What follows belongs to an exercise in optimizing a design on an open flow for small area, a short achievable clock period and few clock cycles per item; a production flow would make more cautious choices.
Function was checked by simulation only, so behaviour that the tests miss may differ from the original.
No activity file was given, so power comes from the tool's default toggle rates.

branch ember:
## int64_power_overflow_checked
module int64_power_overflow_checked (
   input  logic        clock,
   input  logic        reset,
   input  logic        req_valid,
   output logic        req_stall,
   input  logic [63:0] req_base,
   input  logic [63:0] req_exponent,
   output logic        rsp_valid,
   input  logic        rsp_stall,
   output logic [63:0] rsp_power,
   output logic        rsp_overflow
);
   localparam int K  = iopc_pkg::K;
   localparam int QD = iopc_pkg::QD;
   localparam int QW = $clog2(QD);
   localparam int NC = (64 + K - 1) / K;    
   localparam int NB = (32 + K - 1) / K;    
   logic        in_full, in_comp, in_neg;
   logic [1:0]  in_code;
   logic [63:0] in_r;
   logic [5:0]  in_erem;
   logic [NB-1:0] in_idx;
   iopc_ctrl u_cls (
      .b      (req_base),
      .e      (req_exponent),
      .full   (in_full),
      .code   (in_code),
      .comp   (in_comp),
      .r_init (in_r),
      .neg    (in_neg),
      .e_rem  (in_erem),
      .idx    (in_idx)
   );
   logic [2:0]  q_mem [QD];   
   logic [QW:0] q_cnt;
   logic [2:0]  q_head;
   logic        i_valid;
   logic        i_comp;
   logic [63:0] i_r;
   logic        i_neg;
   logic [5:0]  i_erem;
   logic [NB-1:0] i_idx;
   logic        c_busy;
   logic        c_comp;      
   logic [63:0] r_ff;        
   logic [31:0] m_ff;        
   logic        neg_ff;
   logic [5:0]  erem_ff;
   logic        mul_ff;      
   logic        last_ff;     
   logic [NC-1:0] idx_ff;    
   logic        cm_ff;       
   logic [NB-1:0] midx_ff;   
   logic        res_ff;      
   logic        first_ff;    
   logic        ovf_pend;    
   logic [65:0] s_ff, cv_ff;
   logic        rp;          
   logic        rp_ovf, rp_chk;
   logic        neg_sel;     
   logic        o_valid;
   logic [63:0] o_val;
   logic        o_ovf;
   logic        q_push, q_pop, o_take, o_free, r_done, step_en, accept, in_take;
   logic        c_fin, c_take, fin_norm, fin_ovf;
   logic [31:0] mul_a;
   logic [K-1:0] chunk;
   logic [65:0] s_new, cv_new, s_acc, cv_acc, add_x, add_y, sum;
   logic        big, ovf_pre, last_nx;
   logic [62:0] r_sfx;       
   logic [NC-1:0] sum_top;
   logic [NC*K-1:0] r_pad, sum_pad, src_pad;
   logic        next_cm;
   assign req_stall = i_valid || (q_cnt == (QW + 1)'(QD));
  ...
For scale: roughly 3800 cells after synthesis, about 200 I/O pins.
==> flow/config.mk <==
export PLATFORM = sky130hd
export DESIGN_NAME = int64_power_overflow_checked
export DESIGN_NICKNAME = int64_power_overflow_checked
export VERILOG_FILES = /design/flow/design.v
export SDC_FILE = /design/flow/constraint.sdc
export NUM_CORES = 4
export LEC_CHECK = 0
export CAP_MARGIN = 20
export CORE_MARGIN = 2
export CORE_UTILIZATION = 40
export SETUP_SLACK_MARGIN = 5
export SLEW_MARGIN = 20
==> flow/constraint.sdc <==
create_clock -name core_clock -period 10.0 [get_ports {clock}]
set_input_delay 2.0000 -clock core_clock [delete_from_list [all_inputs] [get_ports {clock}]]
set_output_delay 2.0000 -clock core_clock [all_outputs]
set_load 0.01 [all_outputs]
run.sh (not shown) runs the stock make flow with config.mk's settings and CLKGATE_MAP_FILE= SYNTH_SCRIPT=/design/flow/synth_recipe.tcl, a recipe that flattens the netlist after the stock synthesis.
Per the final summary, branch ember finished and its layout is clean on timing, DRC and antenna.
Testbench counts of branch ember, summed over its fixed seeds: cycles 12,752, items 8,000.
Inputs modified between branch ember and branch onyx:
- a change of CORE_UTILIZATION from 40 to 65
- an added CTS_BUF_LIST of sky130_fd_sc_hd__clkbuf_4
==> notes.md <==
- Every run (branch ember and branch onyx) finished clean.
- [compare] base=branch ember new=branch onyx: number of diodes added for antenna fixing has increased, number of instances in the synthesized netlist has remained practically unchanged, core utilization has increased, number of H-tree levels has increased, cell-internal power has decreased.
- Worst setup path endpoint = s_ff[34]: branch onyx; worst setup path endpoint = s_ff[14]: branch ember

Another version of the RTL of int64_power_overflow_checked (not shown whole).
For scale: ~200 I/O pins, about 0.036 mm^2 of cells after synthesis.
==> flow/config.mk <==
export PLATFORM = sky130hd
export DESIGN_NAME = int64_power_overflow_checked
export DESIGN_NICKNAME = int64_power_overflow_checked
export VERILOG_FILES = /design/flow/design.v
export SDC_FILE = /design/flow/constraint.sdc
export NUM_CORES = 4
export LEC_CHECK = 0
export CAP_MARGIN = 20
export CORE_MARGIN = 2
export CORE_UTILIZATION = 50
export SETUP_SLACK_MARGIN = 5
export SLEW_MARGIN = 20
==> flow/constraint.sdc <==
create_clock -name core_clock -period 10.0 [get_ports {clock}]
set_input_delay 2.0000 -clock core_clock [delete_from_list [all_inputs] [get_ports {clock}]]
set_output_delay 2.0000 -clock core_clock [all_outputs]
set_load 0.01 [all_outputs]
The first run finished with timing, DRC and antenna clean.
Testbench counts at the start, summed over its fixed seeds: cycles 12,850, items 8,000.
Then changed:
CORE_UTILIZATION = 40   (was 50)
The changed run completed with no timing, DRC or antenna violations; clock power rose by a little under a tenth; register-to-register slack gains 0.17 ns; combinational power stays flat; first-iteration DRC count fell by a little under a tenth.

## separate check: timing with driven ports
Ports are ideal in the flow. The routed layouts listed here were re-timed in OpenROAD. Step 1, drivers: a clkbuf_16 drives clock and a buf_2 each remaining input, both assumed. Step 2 also shifts input and output timing later by t, the mid clock arrival at the registers, as if the neighbouring blocks saw the same clock. Slacks: no drivers / after step 1 / after step 2; pairs: no drivers / after step 1.
run	t (ns)	setup slack, ns	worst slew at a driven data input, ns
branch ember	0.698	4.940 / 4.940 / 4.466	0.08
branch onyx	0.979	4.825 / 4.825 / 4.106	0.05
the first run of note 2	0.684	4.869 / 4.869 / 4.392	0.08
the second run of note 2	0.681	5.043 / 5.043 / 4.445	0.06
After both steps setup and hold are still met in every run listed. For branch onyx, which loses most, drivers alone change the setup slack by 0.000 ns; drivers and shift together by -0.719 ns.
